Context: an optimization exercise on an open-source flow, tuned for small area, a short achievable clock period and few clock cycles per item. The choices shown serve that exercise and are no tape-out recipe. Function was checked by simulation only, so behaviour that the tests miss may differ from the original. Power figures rest on the tool's default switching activity, not on a simulated workload.

Design nonpreemptive_process_scheduler, start of the top module:
module nonpreemptive_process_scheduler #(
    parameter int NUM_PROCESSES = nps_pkg::NUM_PROCESSES_DEF
) (
    input  wire logic                             i_clk,
    input  wire logic                             i_rst_n,
    input  wire logic                             i_cfg_we,
    input  wire logic [nps_pkg::CFG_IDX_W-1:0]    i_cfg_idx,
    input  wire logic [nps_pkg::CFG_DATA_W-1:0]   i_cfg_data,
    input  wire logic                             i_req_valid,
    output      logic                             o_req_ready,
    input  wire logic [nps_pkg::ARR_W-1:0]        i_req_arrival_time,
    input  wire logic [nps_pkg::BUR_W-1:0]        i_req_burst_time,
    input  wire logic [nps_pkg::PRI_W-1:0]        i_req_priority_level,
    input  wire logic                             i_req_last_process,
    output      logic                             o_res_valid,
    input  wire logic                             i_res_ready,
    output      logic [nps_pkg::PROC_W-1:0]       o_res_process,
    output      logic [nps_pkg::TIME_W-1:0]       o_res_start_time,
    output      logic [nps_pkg::TIME_W-1:0]       o_res_finish_time,
    output      logic [nps_pkg::TIME_W-1:0]       o_res_waiting_time,
    output      logic [nps_pkg::TIME_W-1:0]       o_res_end_time,
    output      logic                             o_res_last_result
);
    localparam int P   = NUM_PROCESSES;
    localparam int IW  = (P > 1) ? $clog2(P) : 1;
    localparam int TW  = nps_pkg::TIME_W;
    localparam int AW  = nps_pkg::ARR_W;
    localparam int BW  = nps_pkg::BUR_W;
    localparam int PW  = nps_pkg::PRI_W;
    localparam int KW  = nps_pkg::KEY_W;  
  ...
clock: 5.5 ns
lec_check: 0
cap_margin: 20
core_margin: 2
core_utilization: 40
cts_cluster_diameter: 80
cts_cluster_size: 25
slew_margin: 20
standard.sh (not shown) runs the stock make flow with config.mk's settings and CLKGATE_MAP_FILE= SYNTH_SCRIPT=/design/flow/synth_recipe.tcl, a recipe that flattens the netlist after the stock synthesis.
==> flow/flow/run.sh <==
#!/bin/bash
# The standard layout, with the port buffers that placement inserts
# made of sky130_fd_sc_hd__buf_2 cells instead of the default choice.
# The make output of the whole flow goes to standard.log; ORFS keeps each
# step's log under orfs/logs.
set -euo pipefail
export BUFFER_PORTS_ARGS="-buffer_cell sky130_fd_sc_hd__buf_2"
bash standard.sh > standard.log 2>&1
Testbench counts at the start, summed over its fixed seeds: cycles 2,613, items 2,397.
==> next run, changes <==
Settings changed: CTS_CLUSTER_DIAMETER 80 to not set, CTS_CLUSTER_SIZE 25 to not set, SETUP_SLACK_MARGIN set to 0.2.
Utilization rises by 0.71 points.
Maximum frequency rose slightly.
Non-clock buffer count climbs by 3.
Critical path depth stays the same.
Wire length went up slightly.
Final area goes up slightly.
Total power came out higher by a few percent.
Worst setup slack is better by 0.065 ns.
Combinational power is about the same.
==> next run, changes <==
Settings changed: CTS_CLUSTER_DIAMETER set to 80, CTS_CLUSTER_SIZE set to 20, SETUP_SLACK_MARGIN 0.2 to not set.
Worst hold slack gains 0.0099 ns; worst setup slack loses 0.039 ns; final area falls slightly; utilization falls by 0.69 points.

05-10:
nonpreemptive_process_scheduler, a different RTL version from the one above (not shown whole).
For scale: about 4300 cells after synthesis, ~160 I/O pins, roughly 0.042 mm^2 of cells after synthesis.
==> flow/config.mk <==
export PLATFORM = sky130hd
export DESIGN_NAME = nonpreemptive_process_scheduler
export DESIGN_NICKNAME = nonpreemptive_process_scheduler
export VERILOG_FILES = /design/flow/design.v
export SDC_FILE = /design/flow/constraint.sdc
export NUM_CORES = 4
export LEC_CHECK = 0
export CAP_MARGIN = 20
export CORE_MARGIN = 2
export CORE_UTILIZATION = 40
export SLEW_MARGIN = 20
==> flow/constraint.sdc <==
create_clock -name core_clock -period 5.5 [get_ports {i_clk}]
set_input_delay 1.1000 -clock core_clock [delete_from_list [all_inputs] [get_ports {i_clk}]]
set_output_delay 1.1000 -clock core_clock [all_outputs]
set_load 0.01 [all_outputs]
Scripts as last shown in full above: flow/flow/run.sh
Testbench counts of 05-10, summed over its fixed seeds: cycles 2,613, items 2,397.
## Diff of input files: 07-08 against 05-10
==> flow/run.sh (new file) <==
#!/bin/bash
# synth_recipe.tcl (not shown) runs the flow's synth.tcl, then flattens the netlist and writes it again
# the make line also repeats each setting of config.mk as NAME=value (left out here)
make -C /OpenROAD-flow-scripts/flow DESIGN_CONFIG=/design/flow/config.mk WORK_HOME=/design/flow/orfs CLKGATE_MAP_FILE= SYNTH_SCRIPT=/design/flow/synth_recipe.tcl finish
removed: flow/flow/run.sh
removed: flow/standard.sh
Results
Going from 05-10 to 07-08, clock group share of total power up 1.4 points, count of instances resized after the clock tree is built up 18, total routing resource utilization after global routing flat. Sort 05-10 and 07-08 by reg-to-reg setup timing slack desc -> top: 05-10. Looking at per-cell via count in the routed design across 05-10 and 07-08, the one that comes out higher is 05-10. Utilization: 07-08 vs 05-10 up 1.6 points. In terms of global-route wire length before repair, 05-10 and 07-08 differ only marginally. Going from 05-10 to 07-08, total power grew by a few percent.

[what the ideal ports hide]
The results above use ideal ports. As a check the final layouts listed here were re-extracted and re-timed, cells and wires unchanged. Step 1, drivers: a clkbuf_16 drives i_clk and a buf_2 each remaining input, both assumed. Step 2 times the ports against the registers' clock, not the clock port: input delays grow and output delays shrink by t, the midpoint of the rising clock arrivals with the driver on. Three values: ideal, step 1, step 2; two values: the first two.
run	t, ns	setup slack, ns	hold WS [ns]	worst setup path at the end
the first run of note 1	0.692	0.229 / 0.229 / 0.218	0.546 / 0.546 / 0.546	input to register
the second run of note 1	0.740	0.293 / 0.293 / 0.293	0.537 / 0.537 / 0.537	register to register
the third run of note 1	0.704	0.255 / 0.223 / 0.255	0.547 / 0.547 / 0.547	register to register
05-10	0.742	0.287 / 0.216 / 0.209	0.540 / 0.540 / 0.540	input to register
07-08	0.715	0.159 / 0.091 / 0.152	0.562 / 0.562 / 0.562	input to register
After both steps every run listed still meets setup and hold. The setup slack of 05-10, which loses most, moves by -0.071 ns with the drivers and by -0.078 ns with both steps.
